Context: an optimization exercise on an open-source flow, tuned for small area. The choices shown serve that exercise and are no tape-out recipe. Only simulation tests tie the RTL to the original design; equivalence was not proved. Power figures rest on the tool's default switching activity, not on a simulated workload.

==> flow/design.v <==
package tetrisPkg;
    localparam int BoardRows = 20;
    localparam int BoardCols = 10;
    localparam int BoardCells = BoardRows * BoardCols;
    localparam int SpawnCol = 5;
    localparam int SpawnRow = 1;
    localparam int PieceCount = 5;
    localparam logic [1:0] KeyIdle = 2'd0;
    localparam logic [1:0] KeyLeft = 2'd1;
    localparam logic [1:0] KeyRight = 2'd2;
    localparam logic [1:0] KeyRotate = 2'd3;
    localparam logic [1:0] MoveLeft = 2'd0;
    localparam logic [1:0] MoveRight = 2'd1;
    localparam logic [1:0] MoveRotate = 2'd2;
    localparam logic [1:0] MoveDrop = 2'd3;
    function automatic logic [15:0] pieceGrid(input logic [2:0] next, input logic [1:0] rot);
        case ({next, rot})
            5'd0: pieceGrid = 16'h06c0;
            5'd1: pieceGrid = 16'h4620;
            5'd2: pieceGrid = 16'h06c0;
            5'd3: pieceGrid = 16'h4620;
            5'd4: pieceGrid = 16'h0f00;
            5'd5: pieceGrid = 16'h4444;
            5'd6: pieceGrid = 16'h0f00;
            5'd7: pieceGrid = 16'h4444;
            5'd8: pieceGrid = 16'h0cc0;
            5'd9: pieceGrid = 16'h0cc0;
            5'd10: pieceGrid = 16'h0cc0;
            5'd11: pieceGrid = 16'h0cc0;
            5'd12: pieceGrid = 16'h0e40;
            5'd13: pieceGrid = 16'h4c40;
            5'd14: pieceGrid = 16'h4e00;
            5'd15: pieceGrid = 16'h4640;
            5'd16: pieceGrid = 16'h0e80;
            5'd17: pieceGrid = 16'hc440;
            5'd18: pieceGrid = 16'h2e00;
            5'd19: pieceGrid = 16'h4460;
            default: pieceGrid = 16'h0000;
        endcase
    endfunction
    function automatic logic [5:0] pieceCell(input logic [2:0] next, input logic [1:0] rot, input logic [1:0] i);
        case ({next, rot, i})
            7'd0: pieceCell = 6'o70;
            7'd1: pieceCell = 6'o71;
            7'd2: pieceCell = 6'o07;
            7'd3: pieceCell = 6'o00;
            7'd4: pieceCell = 6'o77;
            7'd5: pieceCell = 6'o07;
            7'd6: pieceCell = 6'o00;
            7'd7: pieceCell = 6'o10;
            7'd8: pieceCell = 6'o70;
            7'd9: pieceCell = 6'o71;
            7'd10: pieceCell = 6'o07;
            7'd11: pieceCell = 6'o00;
            7'd12: pieceCell = 6'o77;
            7'd13: pieceCell = 6'o07;
            7'd14: pieceCell = 6'o00;
            7'd15: pieceCell = 6'o10;
            7'd16: pieceCell = 6'o06;
            7'd17: pieceCell = 6'o07;
            7'd18: pieceCell = 6'o00;
            7'd19: pieceCell = 6'o01;
            7'd20: pieceCell = 6'o60;
            7'd21: pieceCell = 6'o70;
            7'd22: pieceCell = 6'o00;
            7'd23: pieceCell = 6'o10;
            7'd24: pieceCell = 6'o06;
            7'd25: pieceCell = 6'o07;
            7'd26: pieceCell = 6'o00;
            7'd27: pieceCell = 6'o01;
            7'd28: pieceCell = 6'o60;
            7'd29: pieceCell = 6'o70;
            7'd30: pieceCell = 6'o00;
            7'd31: pieceCell = 6'o10;
            7'd32: pieceCell = 6'o70;
            7'd33: pieceCell = 6'o71;
            7'd34: pieceCell = 6'o00;
            7'd35: pieceCell = 6'o01;
            7'd36: pieceCell = 6'o70;
            7'd37: pieceCell = 6'o71;
            7'd38: pieceCell = 6'o00;
            7'd39: pieceCell = 6'o01;
            7'd40: pieceCell = 6'o70;
            7'd41: pieceCell = 6'o71;
            7'd42: pieceCell = 6'o00;
            7'd43: pieceCell = 6'o01;
            7'd44: pieceCell = 6'o70;
            7'd45: pieceCell = 6'o71;
            7'd46: pieceCell = 6'o00;
            7'd47: pieceCell = 6'o01;
            7'd48: pieceCell = 6'o70;
            7'd49: pieceCell = 6'o07;
            7'd50: pieceCell = 6'o00;
            7'd51: pieceCell = 6'o01;
            7'd52: pieceCell = 6'o70;
            7'd53: pieceCell = 6'o00;
            7'd54: pieceCell = 6'o01;
            7'd55: pieceCell = 6'o10;
            7'd56: pieceCell = 6'o07;
            7'd57: pieceCell = 6'o00;
            7'd58: pieceCell = 6'o01;
            7'd59: pieceCell = 6'o10;
            7'd60: pieceCell = 6'o70;
            7'd61: pieceCell = 6'o07;
            7'd62: pieceCell = 6'o00;
            7'd63: pieceCell = 6'o10;
            7'd64: pieceCell = 6'o71;
            7'd65: pieceCell = 6'o07;
            7'd66: pieceCell = 6'o00;
            7'd67: pieceCell = 6'o01;
            7'd68: pieceCell = 6'o70;
            7'd69: pieceCell = 6'o00;
            7'd70: pieceCell = 6'o10;
            7'd71: pieceCell = 6'o11;
            7'd72: pieceCell = 6'o07;
            7'd73: pieceCell = 6'o00;
            7'd74: pieceCell = 6'o01;
            7'd75: pieceCell = 6'o17;
            7'd76: pieceCell = 6'o77;
            7'd77: pieceCell = 6'o70;
            7'd78: pieceCell = 6'o00;
            7'd79: pieceCell = 6'o10;
            default: pieceCell = 6'o00;
        endcase
    endfunction
    function automatic logic [5:0] moveCell(input logic [2:0] next, input logic [1:0] rot,
                                            input logic [1:0] kind, input logic [1:0] i);
        case ({next, rot, kind, i})
            9'd0: moveCell = 6'o77;
            9'd1: moveCell = 6'o70;
            9'd2: moveCell = 6'o06;
            9'd3: moveCell = 6'o07;
            9'd4: moveCell = 6'o71;
            9'd5: moveCell = 6'o72;
            9'd6: moveCell = 6'o00;
            9'd7: moveCell = 6'o01;
            9'd8: moveCell = 6'o77;
            9'd9: moveCell = 6'o07;
            9'd10: moveCell = 6'o00;
            9'd11: moveCell = 6'o10;
            9'd12: moveCell = 6'o00;
            9'd13: moveCell = 6'o01;
            9'd14: moveCell = 6'o17;
            9'd15: moveCell = 6'o10;
            9'd16: moveCell = 6'o76;
            9'd17: moveCell = 6'o06;
            9'd18: moveCell = 6'o07;
            9'd19: moveCell = 6'o17;
            9'd20: moveCell = 6'o70;
            9'd21: moveCell = 6'o00;
            9'd22: moveCell = 6'o01;
            9'd23: moveCell = 6'o11;
            9'd24: moveCell = 6'o70;
            9'd25: moveCell = 6'o71;
            9'd26: moveCell = 6'o07;
            9'd27: moveCell = 6'o00;
            9'd28: moveCell = 6'o07;
            9'd29: moveCell = 6'o17;
            9'd30: moveCell = 6'o10;
            9'd31: moveCell = 6'o20;
            9'd32: moveCell = 6'o77;
            9'd33: moveCell = 6'o70;
            9'd34: moveCell = 6'o06;
            9'd35: moveCell = 6'o07;
            9'd36: moveCell = 6'o71;
            9'd37: moveCell = 6'o72;
            9'd38: moveCell = 6'o00;
            9'd39: moveCell = 6'o01;
            9'd40: moveCell = 6'o77;
            9'd41: moveCell = 6'o07;
            9'd42: moveCell = 6'o00;
            9'd43: moveCell = 6'o10;
            9'd44: moveCell = 6'o00;
            9'd45: moveCell = 6'o01;
            9'd46: moveCell = 6'o17;
            9'd47: moveCell = 6'o10;
            9'd48: moveCell = 6'o76;
            9'd49: moveCell = 6'o06;
            9'd50: moveCell = 6'o07;
            9'd51: moveCell = 6'o17;
            9'd52: moveCell = 6'o70;
            9'd53: moveCell = 6'o00;
            9'd54: moveCell = 6'o01;
            9'd55: moveCell = 6'o11;
            9'd56: moveCell = 6'o70;
            9'd57: moveCell = 6'o71;
            9'd58: moveCell = 6'o07;
            9'd59: moveCell = 6'o00;
            9'd60: moveCell = 6'o07;
            9'd61: moveCell = 6'o17;
            9'd62: moveCell = 6'o10;
            9'd63: moveCell = 6'o20;
            9'd64: moveCell = 6'o05;
            9'd65: moveCell = 6'o06;
            9'd66: moveCell = 6'o07;
            9'd67: moveCell = 6'o00;
            9'd68: moveCell = 6'o07;
            9'd69: moveCell = 6'o00;
            9'd70: moveCell = 6'o01;
            9'd71: moveCell = 6'o02;
            9'd72: moveCell = 6'o60;
            9'd73: moveCell = 6'o70;
            9'd74: moveCell = 6'o00;
            9'd75: moveCell = 6'o10;
            9'd76: moveCell = 6'o16;
            9'd77: moveCell = 6'o17;
            9'd78: moveCell = 6'o10;
            9'd79: moveCell = 6'o11;
            9'd80: moveCell = 6'o67;
            9'd81: moveCell = 6'o77;
            9'd82: moveCell = 6'o07;
            9'd83: moveCell = 6'o17;
            9'd84: moveCell = 6'o61;
            9'd85: moveCell = 6'o71;
            9'd86: moveCell = 6'o01;
            9'd87: moveCell = 6'o11;
            9'd88: moveCell = 6'o06;
            9'd89: moveCell = 6'o07;
            9'd90: moveCell = 6'o00;
            9'd91: moveCell = 6'o01;
            9'd92: moveCell = 6'o70;
            9'd93: moveCell = 6'o00;
            9'd94: moveCell = 6'o10;
            9'd95: moveCell = 6'o20;
            9'd96: moveCell = 6'o05;
            9'd97: moveCell = 6'o06;
            9'd98: moveCell = 6'o07;
            9'd99: moveCell = 6'o00;
            9'd100: moveCell = 6'o07;
            9'd101: moveCell = 6'o00;
            9'd102: moveCell = 6'o01;
            9'd103: moveCell = 6'o02;
            9'd104: moveCell = 6'o60;
            9'd105: moveCell = 6'o70;
            9'd106: moveCell = 6'o00;
            9'd107: moveCell = 6'o10;
            9'd108: moveCell = 6'o16;
            9'd109: moveCell = 6'o17;
            9'd110: moveCell = 6'o10;
            9'd111: moveCell = 6'o11;
            9'd112: moveCell = 6'o67;
            9'd113: moveCell = 6'o77;
            9'd114: moveCell = 6'o07;
            9'd115: moveCell = 6'o17;
            9'd116: moveCell = 6'o61;
            9'd117: moveCell = 6'o71;
            9'd118: moveCell = 6'o01;
            9'd119: moveCell = 6'o11;
            9'd120: moveCell = 6'o06;
            9'd121: moveCell = 6'o07;
            9'd122: moveCell = 6'o00;
            9'd123: moveCell = 6'o01;
            9'd124: moveCell = 6'o70;
            9'd125: moveCell = 6'o00;
            9'd126: moveCell = 6'o10;
            9'd127: moveCell = 6'o20;
            9'd128: moveCell = 6'o77;
            9'd129: moveCell = 6'o70;
            9'd130: moveCell = 6'o07;
            9'd131: moveCell = 6'o00;
            9'd132: moveCell = 6'o71;
            9'd133: moveCell = 6'o72;
            9'd134: moveCell = 6'o01;
            9'd135: moveCell = 6'o02;
            9'd136: moveCell = 6'o70;
            9'd137: moveCell = 6'o71;
            9'd138: moveCell = 6'o00;
            9'd139: moveCell = 6'o01;
            9'd140: moveCell = 6'o00;
            9'd141: moveCell = 6'o01;
            9'd142: moveCell = 6'o10;
            9'd143: moveCell = 6'o11;
            9'd144: moveCell = 6'o77;
            9'd145: moveCell = 6'o70;
            9'd146: moveCell = 6'o07;
            9'd147: moveCell = 6'o00;
            9'd148: moveCell = 6'o71;
            9'd149: moveCell = 6'o72;
            9'd150: moveCell = 6'o01;
            9'd151: moveCell = 6'o02;
            9'd152: moveCell = 6'o70;
            9'd153: moveCell = 6'o71;
            9'd154: moveCell = 6'o00;
            9'd155: moveCell = 6'o01;
            9'd156: moveCell = 6'o00;
            9'd157: moveCell = 6'o01;
            9'd158: moveCell = 6'o10;
            9'd159: moveCell = 6'o11;
            9'd160: moveCell = 6'o77;
            9'd161: moveCell = 6'o70;
            9'd162: moveCell = 6'o07;
            9'd163: moveCell = 6'o00;
            9'd164: moveCell = 6'o71;
            9'd165: moveCell = 6'o72;
            9'd166: moveCell = 6'o01;
            9'd167: moveCell = 6'o02;
            9'd168: moveCell = 6'o70;
            9'd169: moveCell = 6'o71;
            9'd170: moveCell = 6'o00;
            9'd171: moveCell = 6'o01;
            9'd172: moveCell = 6'o00;
            9'd173: moveCell = 6'o01;
            9'd174: moveCell = 6'o10;
            9'd175: moveCell = 6'o11;
            9'd176: moveCell = 6'o77;
            9'd177: moveCell = 6'o70;
            9'd178: moveCell = 6'o07;
            9'd179: moveCell = 6'o00;
            9'd180: moveCell = 6'o71;
            9'd181: moveCell = 6'o72;
            9'd182: moveCell = 6'o01;
            9'd183: moveCell = 6'o02;
            9'd184: moveCell = 6'o70;
            9'd185: moveCell = 6'o71;
            9'd186: moveCell = 6'o00;
            9'd187: moveCell = 6'o01;
            9'd188: moveCell = 6'o00;
            9'd189: moveCell = 6'o01;
            9'd190: moveCell = 6'o10;
            9'd191: moveCell = 6'o11;
            9'd192: moveCell = 6'o77;
            9'd193: moveCell = 6'o06;
            9'd194: moveCell = 6'o07;
            9'd195: moveCell = 6'o00;
            9'd196: moveCell = 6'o71;
            9'd197: moveCell = 6'o00;
            9'd198: moveCell = 6'o01;
            9'd199: moveCell = 6'o02;
            9'd200: moveCell = 6'o70;
            9'd201: moveCell = 6'o00;
            9'd202: moveCell = 6'o01;
            9'd203: moveCell = 6'o10;
            9'd204: moveCell = 6'o00;
            9'd205: moveCell = 6'o17;
            9'd206: moveCell = 6'o10;
            9'd207: moveCell = 6'o11;
            9'd208: moveCell = 6'o77;
            9'd209: moveCell = 6'o07;
            9'd210: moveCell = 6'o00;
            9'd211: moveCell = 6'o17;
            9'd212: moveCell = 6'o71;
            9'd213: moveCell = 6'o01;
            9'd214: moveCell = 6'o02;
            9'd215: moveCell = 6'o11;
            9'd216: moveCell = 6'o07;
            9'd217: moveCell = 6'o00;
            9'd218: moveCell = 6'o01;
            9'd219: moveCell = 6'o10;
            9'd220: moveCell = 6'o00;
            9'd221: moveCell = 6'o10;
            9'd222: moveCell = 6'o11;
            9'd223: moveCell = 6'o20;
            9'd224: moveCell = 6'o06;
            9'd225: moveCell = 6'o07;
            9'd226: moveCell = 6'o00;
            9'd227: moveCell = 6'o17;
            9'd228: moveCell = 6'o00;
            9'd229: moveCell = 6'o01;
            9'd230: moveCell = 6'o02;
            9'd231: moveCell = 6'o11;
            9'd232: moveCell = 6'o70;
            9'd233: moveCell = 6'o07;
            9'd234: moveCell = 6'o00;
            9'd235: moveCell = 6'o10;
            9'd236: moveCell = 6'o17;
            9'd237: moveCell = 6'o10;
            9'd238: moveCell = 6'o11;
            9'd239: moveCell = 6'o20;
            9'd240: moveCell = 6'o77;
            9'd241: moveCell = 6'o06;
            9'd242: moveCell = 6'o07;
            9'd243: moveCell = 6'o17;
            9'd244: moveCell = 6'o71;
            9'd245: moveCell = 6'o00;
            9'd246: moveCell = 6'o01;
            9'd247: moveCell = 6'o11;
            9'd248: moveCell = 6'o70;
            9'd249: moveCell = 6'o07;
            9'd250: moveCell = 6'o00;
            9'd251: moveCell = 6'o01;
            9'd252: moveCell = 6'o00;
            9'd253: moveCell = 6'o17;
            9'd254: moveCell = 6'o10;
            9'd255: moveCell = 6'o20;
            9'd256: moveCell = 6'o70;
            9'd257: moveCell = 6'o06;
            9'd258: moveCell = 6'o07;
            9'd259: moveCell = 6'o00;
            9'd260: moveCell = 6'o72;
            9'd261: moveCell = 6'o00;
            9'd262: moveCell = 6'o01;
            9'd263: moveCell = 6'o02;
            9'd264: moveCell = 6'o70;
            9'd265: moveCell = 6'o00;
            9'd266: moveCell = 6'o10;
            9'd267: moveCell = 6'o11;
            9'd268: moveCell = 6'o01;
            9'd269: moveCell = 6'o17;
            9'd270: moveCell = 6'o10;
            9'd271: moveCell = 6'o11;
            9'd272: moveCell = 6'o77;
            9'd273: moveCell = 6'o07;
            9'd274: moveCell = 6'o17;
            9'd275: moveCell = 6'o10;
            9'd276: moveCell = 6'o71;
            9'd277: moveCell = 6'o01;
            9'd278: moveCell = 6'o11;
            9'd279: moveCell = 6'o12;
            9'd280: moveCell = 6'o07;
            9'd281: moveCell = 6'o00;
            9'd282: moveCell = 6'o01;
            9'd283: moveCell = 6'o17;
            9'd284: moveCell = 6'o00;
            9'd285: moveCell = 6'o10;
            9'd286: moveCell = 6'o20;
            9'd287: moveCell = 6'o21;
            9'd288: moveCell = 6'o06;
            9'd289: moveCell = 6'o07;
            9'd290: moveCell = 6'o00;
            9'd291: moveCell = 6'o16;
            9'd292: moveCell = 6'o00;
            9'd293: moveCell = 6'o01;
            9'd294: moveCell = 6'o02;
            9'd295: moveCell = 6'o10;
            9'd296: moveCell = 6'o77;
            9'd297: moveCell = 6'o70;
            9'd298: moveCell = 6'o00;
            9'd299: moveCell = 6'o10;
            9'd300: moveCell = 6'o17;
            9'd301: moveCell = 6'o10;
            9'd302: moveCell = 6'o11;
            9'd303: moveCell = 6'o27;
            9'd304: moveCell = 6'o76;
            9'd305: moveCell = 6'o77;
            9'd306: moveCell = 6'o07;
            9'd307: moveCell = 6'o17;
            9'd308: moveCell = 6'o70;
            9'd309: moveCell = 6'o71;
            9'd310: moveCell = 6'o01;
            9'd311: moveCell = 6'o11;
            9'd312: moveCell = 6'o71;
            9'd313: moveCell = 6'o07;
            9'd314: moveCell = 6'o00;
            9'd315: moveCell = 6'o01;
            9'd316: moveCell = 6'o07;
            9'd317: moveCell = 6'o00;
            9'd318: moveCell = 6'o10;
            9'd319: moveCell = 6'o20;
            default: moveCell = 6'o00;
        endcase
    endfunction
endpackage
`timescale 1ns/10ps
module moveRequest #(
    parameter int TickCycles = 16
) (
    input  logic        clk,
    input  logic        rstReg,
    input  logic [1:0]  keyboardSignal,
    output logic [1:0]  kind,
    output logic [1:0]  busy
);
    localparam int CountWidth = (TickCycles > 1) ? $clog2(TickCycles) : 1;
    localparam int Gap = 3;
    logic [1:0] prevKey;
    logic [CountWidth-1:0] tickCount;
    logic [1:0] busyCount;
    logic keyPending;
    logic dropPending;
    logic [1:0] pendKind;
    logic [1:0] kindReg;
    logic [1:0] keyKind;
    logic keyEvent;
    logic tick;
    assign keyEvent = (keyboardSignal != tetrisPkg::KeyIdle) && (keyboardSignal != prevKey);
    assign tick = (tickCount == CountWidth'(TickCycles - 1));
    always_comb begin
        case (keyboardSignal)
            tetrisPkg::KeyLeft: keyKind = tetrisPkg::MoveLeft;
            tetrisPkg::KeyRight: keyKind = tetrisPkg::MoveRight;
            default: keyKind = tetrisPkg::MoveRotate;
        endcase
    end
    assign kind = (busyCount != 0) ? kindReg : (keyPending ? pendKind : tetrisPkg::MoveDrop);
    assign busy = busyCount;
    always_ff @(posedge clk) begin
        if (busyCount == 0) begin
            kindReg <= kind;
        end
    end
    always_ff @(posedge clk) begin
        if (rstReg) begin
            prevKey <= tetrisPkg::KeyIdle;
            tickCount <= '0;
            busyCount <= '0;
            keyPending <= 1'b0;
            dropPending <= 1'b0;
            pendKind <= tetrisPkg::MoveLeft;
        end else begin
            prevKey <= keyboardSignal;
            tickCount <= tick ? '0 : tickCount + 1'b1;
            if (busyCount != 0) begin
                busyCount <= busyCount - 1'b1;
            end else if (keyPending) begin
                keyPending <= 1'b0;
                busyCount <= 2'(Gap);
            end else if (dropPending) begin
                dropPending <= 1'b0;
                busyCount <= 2'(Gap);
            end
            if (keyEvent) begin
                keyPending <= 1'b1;
                pendKind <= keyKind;
            end
            if (tick) begin
                dropPending <= 1'b1;
            end
        end
    end
endmodule
`timescale 1ns/10ps
module collisionCheck (
    input  logic         clk,
    input  logic [1:0]   kind,
    input  logic [1:0]   busy,
    input  logic [2:0]   next,
    input  logic [1:0]   rot,
    input  logic [4:0]   row,
    input  logic [3:0]   col,
    input  logic [199:0] settled,
    output logic         blocked
);
    logic [5:0] off;
    logic [1:0] rotN;
    logic [2:0] dRow;
    logic [2:0] dCol;
    logic [5:0] cellRow;
    logic [4:0] cellCol;
    logic [4:0] rowHi;
    logic [3:0] rowLo;
    logic [2:0] colHi;
    logic [3:0] colLo;
    logic [19:0] rowHot;
    logic [9:0] colHot;
    logic [9:0] rowBits;
    logic [6:0] grp;
    logic [3:0] cgrp;
    logic cellBlocked;
    logic acc;
    always_comb begin
        rotN = (kind == tetrisPkg::MoveRotate) ? rot + 2'd1 : rot;
        off = tetrisPkg::pieceCell(next, rotN, busy);
        dRow = off[5:3] + {2'b00, kind == tetrisPkg::MoveDrop};
        dCol = off[2:0];
        if (kind == tetrisPkg::MoveLeft) dCol = off[2:0] - 3'd1;
        if (kind == tetrisPkg::MoveRight) dCol = off[2:0] + 3'd1;
        cellRow = {1'b0, row} + {{3{dRow[2]}}, dRow};
        cellCol = {1'b0, col} + {{2{dCol[2]}}, dCol};
        for (int h = 0; h < 5; h++) rowHi[h] = (cellRow[5:2] == 4'(h));
        for (int l = 0; l < 4; l++) rowLo[l] = (cellRow[1:0] == 2'(l));
        for (int h = 0; h < 3; h++) colHi[h] = (cellCol[4:2] == 3'(h));
        for (int l = 0; l < 4; l++) colLo[l] = (cellCol[1:0] == 2'(l));
        for (int r = 0; r < 20; r++) rowHot[r] = rowHi[r / 4] & rowLo[r % 4];
        for (int c = 0; c < 10; c++) colHot[c] = colHi[c / 4] & colLo[c % 4];
        for (int c = 0; c < 10; c++) begin
            for (int g = 0; g < 7; g++) begin
                grp[g] = 1'b0;
                for (int r = 3 * g; r < 3 * g + 3 && r < 20; r++) grp[g] = grp[g] | (rowHot[r] & settled[10*r + c]);
            end
            rowBits[c] = |grp;
        end
        for (int g = 0; g < 4; g++) begin
            cgrp[g] = 1'b0;
            for (int c = 3 * g; c < 3 * g + 3 && c < 10; c++) cgrp[g] = cgrp[g] | (colHot[c] & rowBits[c]);
        end
        cellBlocked = ~(|rowHot) | ~(|colHot) | (|cgrp);
    end
    always_ff @(posedge clk) begin
        acc <= (busy == 2'd0) ? cellBlocked : (acc | cellBlocked);
    end
    assign blocked = acc | cellBlocked;
endmodule
`timescale 1ns/10ps
module pieceMask (
    input  logic [2:0]  next,
    input  logic [1:0]  rot,
    input  logic [4:0]  row,
    input  logic [3:0]  col,
    output logic [19:0] inRange,
    output logic [39:0] rowMask
);
    logic [15:0] grid;
    logic [15:0] gridRows;
    logic [3:0] colLo;
    logic [2:0] colHi;
    logic [9:0] colEq;
    logic [4:0] rowHi;
    logic [3:0] rowLo;
    logic [19:0] rowEq;
    assign grid = tetrisPkg::pieceGrid(next, rot);
    always_comb begin
        for (int k = 0; k < 4; k++) begin
            case (row[1:0])
                2'd0: gridRows[4*k +: 4] = grid[4*((k + 2) % 4) +: 4];
                2'd1: gridRows[4*k +: 4] = grid[4*((k + 1) % 4) +: 4];
                2'd2: gridRows[4*k +: 4] = grid[4*((k + 0) % 4) +: 4];
                default: gridRows[4*k +: 4] = grid[4*((k + 3) % 4) +: 4];
            endcase
        end
        for (int l = 0; l < 4; l++) colLo[l] = (col[1:0] == 2'(l));
        for (int h = 0; h < 3; h++) colHi[h] = (col[3:2] == 2'(h));
        for (int c = 0; c < 10; c++) colEq[c] = colHi[c / 4] & colLo[c % 4];
        for (int k = 0; k < 4; k++) begin
            for (int c = 0; c < 10; c++) begin
                rowMask[10*k + c] = 1'b0;
                for (int j = 0; j < 4; j++) begin
                    if (c + 2 - j >= 0 && c + 2 - j < 10) begin
                        rowMask[10*k + c] = rowMask[10*k + c] | (gridRows[4*k + j] & colEq[c + 2 - j]);
                    end
                end
            end
        end
        for (int l = 0; l < 4; l++) rowLo[l] = (row[1:0] == 2'(l));
        for (int h = 0; h < 5; h++) rowHi[h] = (row[4:2] == 3'(h));
        for (int r = 0; r < 20; r++) rowEq[r] = rowHi[r / 4] & rowLo[r % 4];
        for (int r = 0; r < 20; r++) begin
            inRange[r] = 1'b0;
            for (int v = r - 1; v <= r + 2; v++) if (v >= 0 && v < 20) inRange[r] = inRange[r] | rowEq[v];
        end
    end
endmodule
module rowClear (
    input  logic         rstReg,
    input  logic         lock,
    input  logic [199:0] merged,
    output logic [99:0]  take,
    output logic         keep,
    output logic [2:0]   clearedRows
);
    logic [19:0] full;
    logic [20:0] atLeast [5];
    always_comb begin
        for (int r = 0; r < 20; r++) begin
            full[r] = &merged[10*r +: 10];
        end
        for (int j = 0; j < 5; j++) begin
            atLeast[j][20] = 1'b0;
        end
        for (int q = 19; q >= 0; q--) begin
            atLeast[0][q] = atLeast[0][q+1] | full[q];
            for (int j = 1; j < 5; j++) begin
                atLeast[j][q] = atLeast[j][q+1] | (full[q] & atLeast[j-1][q+1]);
            end
        end
        for (int k = 0; k < 5; k++) begin
            for (int r = 0; r < 20; r++) begin
                if (r - k >= 0) begin
                    take[20*k + r] = !rstReg && lock && !full[r-k]
                                   && (k == 0 || atLeast[k-1][r-k+1]) && !atLeast[k][r-k+1];
                end else begin
                    take[20*k + r] = 1'b0;
                end
            end
        end
        keep = !rstReg && !lock;
        clearedRows = atLeast[3][0] ? 3'd4 : atLeast[2][0] ? 3'd3 : atLeast[1][0] ? 3'd2
                    : atLeast[0][0] ? 3'd1 : 3'd0;
    end
endmodule
module settledCell #(
    parameter int Sources = 5
) (
    input  logic               clk,
    input  logic               keep,
    input  logic [Sources-1:0] take,
    input  logic [Sources-1:0] src,
    input  logic               pieceRow,
    input  logic               pieceCol,
    output logic               settled,
    output logic               object
);
    logic [5:0] term;
    logic nextValue;
    assign object = settled | (pieceRow & pieceCol);
    always_comb begin
        term = '0;
        term[0] = keep & settled;
        for (int k = 0; k < Sources; k++) begin
            term[k + 1] = take[k] & src[k];
        end
        nextValue = ~(~(term[0] | term[1] | term[2]) & ~(term[3] | term[4] | term[5]));
    end
    always_ff @(posedge clk) begin
        settled <= nextValue;
    end
endmodule
module settledStore (
    input  logic         clk,
    input  logic [99:0]  take,
    input  logic         keep,
    input  logic [19:0]  inRange,
    input  logic [39:0]  rowMask,
    output logic [199:0] settled,
    output logic [199:0] objects
);
    for (genvar r = 0; r < 20; r++) begin : rows
        localparam int Sources = (r < 4) ? r + 1 : 5;
        for (genvar c = 0; c < 10; c++) begin : cols
            logic [Sources-1:0] take_;
            logic [Sources-1:0] src;
            for (genvar k = 0; k < Sources; k++) begin : srcs
                assign take_[k] = take[20*k + r];
                assign src[k] = objects[10*(r-k) + c];
            end
            settledCell #(
                .Sources(Sources)
            ) store (
                .clk     (clk),
                .keep    (keep),
                .take    (take_),
                .src     (src),
                .pieceRow(inRange[r]),
                .pieceCol(rowMask[10*(r % 4) + c]),
                .settled (settled[10*r + c]),
                .object  (objects[10*r + c])
            );
        end
    end
endmodule
module boardStore (
    input  logic         clk,
    input  logic         rstReg,
    input  logic         commit,
    input  logic [1:0]   kind,
    input  logic         blocked,
    output logic [2:0]   next,
    output logic [1:0]   rot,
    output logic [4:0]   row,
    output logic [3:0]   col,
    output logic [199:0] settled,
    output logic [6:0]   score,
    output logic [2:0]   nextBlock,
    output logic [199:0] objects
);
    logic [4:0] rowReg;
    logic [3:0] colReg;
    logic [1:0] rotReg;
    logic [2:0] nextReg;
    logic [6:0] scoreReg;
    logic lock;
    logic accept;
    logic [19:0] inRange;
    logic [39:0] rowMask;
    logic [99:0] take;
    logic keep;
    logic [2:0] clearedRows;
    logic [6:0] scoreGain;
    assign next = nextReg;
    assign rot = rotReg;
    assign row = rowReg;
    assign col = colReg;
    assign lock = commit && blocked && (kind == tetrisPkg::MoveDrop);
    assign accept = commit && !blocked;
    pieceMask maskUnit (
        .next   (nextReg),
        .rot    (rotReg),
        .row    (rowReg),
        .col    (colReg),
        .inRange(inRange),
        .rowMask(rowMask)
    );
    rowClear clearUnit (
        .rstReg     (rstReg),
        .lock       (lock),
        .merged     (objects),
        .take       (take),
        .keep       (keep),
        .clearedRows(clearedRows)
    );
    settledStore cells (
        .clk    (clk),
        .take   (take),
        .keep   (keep),
        .inRange(inRange),
        .rowMask(rowMask),
        .settled(settled),
        .objects(objects)
    );
    assign scoreGain = 7'd1 + 7'd10 * 7'(clearedRows);
    always_ff @(posedge clk) begin
        if (rstReg) begin
            rowReg <= 5'(tetrisPkg::SpawnRow);
            colReg <= 4'(tetrisPkg::SpawnCol);
            rotReg <= 2'd0;
            scoreReg <= '0;
            nextReg <= 3'd1;
        end else if (lock) begin
            scoreReg <= scoreReg + scoreGain;
            rowReg <= 5'(tetrisPkg::SpawnRow);
            colReg <= 4'(tetrisPkg::SpawnCol);
            rotReg <= 2'd0;
            nextReg <= (nextReg == 3'(tetrisPkg::PieceCount - 1)) ? 3'd0 : nextReg + 1'b1;
        end else if (accept) begin
            case (kind)
                tetrisPkg::MoveLeft: colReg <= colReg - 1'b1;
                tetrisPkg::MoveRight: colReg <= colReg + 1'b1;
                tetrisPkg::MoveRotate: rotReg <= rotReg + 1'b1;
                default: rowReg <= rowReg + 1'b1;
            endcase
        end
    end
    assign score = scoreReg;
    assign nextBlock = nextReg;
endmodule
`timescale 1ns/10ps
module gameControl #(
    parameter int TickCycles = 16
) (
    input  logic         clk,
    input  logic         rstReg,
    input  logic [1:0]   keyboardSignal,
    output logic [6:0]   score,
    output logic [2:0]   nextBlock,
    output logic [199:0] objects
);
    logic [1:0] kind;
    logic [1:0] busy;
    logic blocked;
    logic [2:0] next;
    logic [1:0] rot;
    logic [4:0] row;
    logic [3:0] col;
    logic [199:0] settled;
    moveRequest #(
        .TickCycles(TickCycles)
    ) requestStage (
        .clk           (clk),
        .rstReg        (rstReg),
        .keyboardSignal(keyboardSignal),
        .kind          (kind),
        .busy          (busy)
    );
    collisionCheck checkStage (
        .clk    (clk),
        .kind   (kind),
        .busy   (busy),
        .next   (next),
        .rot    (rot),
        .row    (row),
        .col    (col),
        .settled(settled),
        .blocked(blocked)
    );
    boardStore storeStage (
        .clk      (clk),
        .rstReg   (rstReg),
        .commit   (busy == 2'd1),
        .kind     (kind),
        .blocked  (blocked),
        .next     (next),
        .rot      (rot),
        .row      (row),
        .col      (col),
        .settled  (settled),
        .score    (score),
        .nextBlock(nextBlock),
        .objects  (objects)
    );
endmodule
==> flow/flow/run.sh <==
#!/bin/bash
set -euo pipefail
here=$(pwd)
rm -rf scripts
mkdir scripts
for f in "$FLOW_HOME"/scripts/*; do
    ln -s "$f" scripts/
done
rm scripts/abc_area.script
cp flow/abc_area.script scripts/abc_area.script
export SCRIPTS_DIR="$here/scripts"
export ADDER_MAP_FILE=
export BUFFER_PORTS_ARGS="-buffer_cell sky130_fd_sc_hd__buf_1"
bash standard.sh > standard.log 2>&1
==> flow/flow/abc_area.script <==
strash
&get -n
&st
&dch -f
&nf -R 1000
&put
==> flow/standard.sh <==
#!/bin/bash
# synth_recipe.tcl (not shown) runs the flow's synth.tcl, then flattens the netlist and writes it again
# the make line also repeats each setting of config.mk as NAME=value (left out here)
make -C /OpenROAD-flow-scripts/flow DESIGN_CONFIG=/design/flow/config.mk WORK_HOME=/design/flow/orfs CLKGATE_MAP_FILE= SYNTH_SCRIPT=/design/flow/synth_recipe.tcl "${@:-finish}"
==> flow/config.mk <==
export PLATFORM = sky130hd
export DESIGN_NAME = gameControl
export DESIGN_NICKNAME = gameControl
export VERILOG_FILES = /design/flow/design.v
export SDC_FILE = /design/flow/constraint.sdc
export NUM_CORES = 8
export LEC_CHECK = 0
export ABC_AREA = 1
export CAP_MARGIN = 10
export CORE_MARGIN = 2
export CORE_UTILIZATION = 40
export CTS_BUF_LIST = sky130_fd_sc_hd__clkbuf_4
export CTS_CLUSTER_DIAMETER = 50
export CTS_CLUSTER_SIZE = 6
export GPL_TIMING_DRIVEN = 0
export SLEW_MARGIN = 10
export SYNTH_HIERARCHICAL = 1
export SYNTH_MINIMUM_KEEP_SIZE = 0
==> flow/constraint.sdc <==
create_clock -name core_clock -period 22.0 [get_ports {clk}]
set_input_delay 4.4000 -clock core_clock [delete_from_list [all_inputs] [get_ports {clk}]]
set_output_delay 4.4000 -clock core_clock [all_outputs]
set_load 0.01 [all_outputs]
==> run summary <==
max_slew headroom about 3.4%; TritonCTS Buffers 48; status no timing/DRC/antenna violations; core outline area 40650 um^2; Worst Tran Pin Value roughly 1.4 ns; clock slew at reported path FFs roughly 0.070 ns; Synth Cell Area ~16000 um^2; port bufs between 200 and 250; fillcell total 4121; met3 Use GR about an eighth; R2R depth 39; Initial DRT Pass Iterations 15; Leak Pwr 8.234 nW; post-route clock period utilization between 50% and 60%; CP max-delay cell dfxtp_1; global route hottest layer met2; RSZ-0062 raised after global routing false; clock sinks between 200 and 250; Power Density 69.98 nW/um^2; DP Wirelength between 60000 and 70000 um; Congestion Overflow GR 0; final hold vios 0; Yosys Warn Count 17; Max-Cap Viols 0; clk_skew 0.08359 ns; Die Area around 43000 um^2; r2r endpoint storeStage.scoreReg[6]; drt via density approximately 7.7; Skew-Pair Late Insertion Delay approximately 0.83 ns; fin nets ~2.3k; area grow syn2layout 15.02%; Pwr Total between 1 and 1.5 mW; Die X ~210 um; largest net degree at the start of global routing 38; Fmax approximately 80 MHz; syn_area_per_cell between 8 and 9 um^2; Mapped Cells 1977; Iteration-0 DRC Markers about 6.5k; row cnt 74; io pins approximately 210; WHS Endpoint checkStage.acc; VDD IR max around 0.062 mV; Final Max Tran Viols 0; hold wc startpoint checkStage.acc; setup tns final 0 ns; Worst path max stage delay 0.88 ns; worst hold stages 1; WL final between 80000 and 90000 um; Final min period between 10 and 15 ns; initial core utilization roughly 40%; final non-filler cell total between 2k and 3k; Final ANT Viol Nets 0; WS Path Type register to register; CP Data Required Time between 20 and 25 ns; Setup WS pre-CTS ~10 ns; met1 GRT Util 50.00%; Global Route Usage Sum roughly two fifths; worst reg2reg path startpoint storeStage.nextReg[0]; Setup violations, final 0; PnR worst setup slack ~9.5 ns; share of cells above drive strength 1 under 10%; die height between 200 and 250 um; Post-CTS Setup Inserts 0; vias in the first global route 19.65k; met2 Track Usage GR between 50 and 60%; initial antenna violation count 6; placed cell count between 2k and 3k; htree depth 2; most used cell, CP a21oi_1; CTS tree done; Worst EP arrival ~13 ns; CTS Root Cell clkbuf_4; reg2reg setup slack ~9.5 ns; total nets after synthesis 1981; PostCTS Resize Cnt 0; Worst Hold Class register to register; hold_buf cts 0; first-pass GRT wire length 125100 um; drt drc 0; Critical Path Sink Type register; Clock Path Buffers 3; Startpoint Class register; GPL Wtd Cong between 0.9 and 1; routed length per instance slightly above 30 um; CP max FO 27; via count 21.70k
-- stage by stage --
step | utilization [%] | area, um^2 | hold WS (ns)
floorplan | - | 16380 | 0.4187
global placement | 43.89 | 17840 | 0.4273
detailed placement | 44.59 | 18120 | 0.4362
CTS | 45.89 | 18650 | 0.4533
global route | 46.34 | 18840 | 0.4861
finish | 46.34 | 18840 | 0.4502
-- routing by layer --
metal	wire length, um	vias up
li1	-	9192
met5	40	-
met4	5524	6
met2	36040	1948
met1	31250	10200
met3	13960	360
-- power by group --
group / switching [mW] / leakage [nW] / internal, mW / total (mW)
combinational: 0.391 / 6.02 / 0.130 / 0.522
sequential: 0.0187 / 1.91 / 0.438 / 0.457
clock: 0.187 / 0.309 / 0.152 / 0.339
total: 0.598 / 8.23 / 0.721 / 1.32
-- how the worst max path moves through the flow --
stage,slack [ns],depth (start not counted),startpoint,end
floorplan,8.22,32,requestStage.busyCount[1],storeStage.cells.rows[1].cols[0].store.settled
global placement,1.76,31,requestStage.busyCount[1],storeStage.cells.rows[1].cols[1].store.settled
detailed placement,10.34,39,storeStage.nextReg[0],storeStage.scoreReg[6]
CTS,10.28,39,storeStage.nextReg[0],storeStage.scoreReg[6]
global route,8.55,39,storeStage.nextReg[0],storeStage.scoreReg[6]
finish,9.52,39,storeStage.nextReg[0],storeStage.scoreReg[6]
-- worst max-delay path: cells and delay by family (launching register included) --
kind	cells	cell delay, ns
AND/OR/NAND/NOR	9	1.92
buffers and inverters	1	0.34
XOR/XNOR	2	0.53
flip-flops	1	0.88
AO/OA/AOI/OAI	27	8.66
-- sequential cells by signal (all words and copies together), names as in the netlist, 3 cells and up --
| name | flops |
|---|---|
| storeStage.rowReg | 5 |
| requestStage.tickCount | 4 |
| storeStage.scoreReg | 7 |
| storeStage.nextReg | 3 |
| storeStage.colReg | 4 |
| storeStage.cells.rows.cols.store.settled | 200 |
-- cells in the final DEF (no fill, tap or decap), types with 10 or more instances in the layout --
cell and instances:
a222oi_1 429, nand2_1 359, dfxtp_1 234, buf_1 212
a21o_1 210, nor2_1 129, o21ai_0 68, a21oi_1 60
clkbuf_4 56, nand4_1 45, a22oi_1 43, nor3_1 38
clkinv_1 28, nand3_1 26, nor3b_2 26, xor2_1 25
nand2b_1 25, nor3b_1 25, xnor2_1 22, buf_4 18
nor2b_1 15, a22o_1 14, o21ai_1 14, nor3_2 11
nor4_1 10
-- area by class of cell --
type / instances / area, um^2 / share of cell area, %
tap: 532 / 665.6 / 3.534
buffer: 13 / 97.59 / 0.5181
inverter: 25 / 93.84 / 0.4982
timing repair buffer: 235 / 1040 / 5.520
multi-input combinational: 1703 / 11660 / 61.89
clock buffer: 56 / 420.4 / 2.232
antenna: 4 / 10.01 / 0.05314
clock inverter: 7 / 106.4 / 0.5646
sequential: 236 / 4745 / 25.19

==> static timing again, ports no longer ideal <==
How much do the figures lean on ideal ports? The routed layout below was timed once more, with nothing changed but the port constraints. Step 1, drivers: a clkbuf_16 drives clk and a buf_2 each remaining input, both assumed. Step 2, shift: input delay + t, output delay - t, t = (earliest + latest rising clock arrival at the registers) / 2. This alone moves slack from input paths to output paths. Slacks: no drivers / after step 1 / after step 2; pairs: no drivers / after step 1.
t (ns): 0.845
setup slack, ns: 9.517 / 9.517 / 9.517
worst slew at a driven data input, ns: 0.03
After both steps this run still meets setup and hold. The setup slack of this run moves by 0.000 ns with the drivers and by 0.000 ns with both steps.
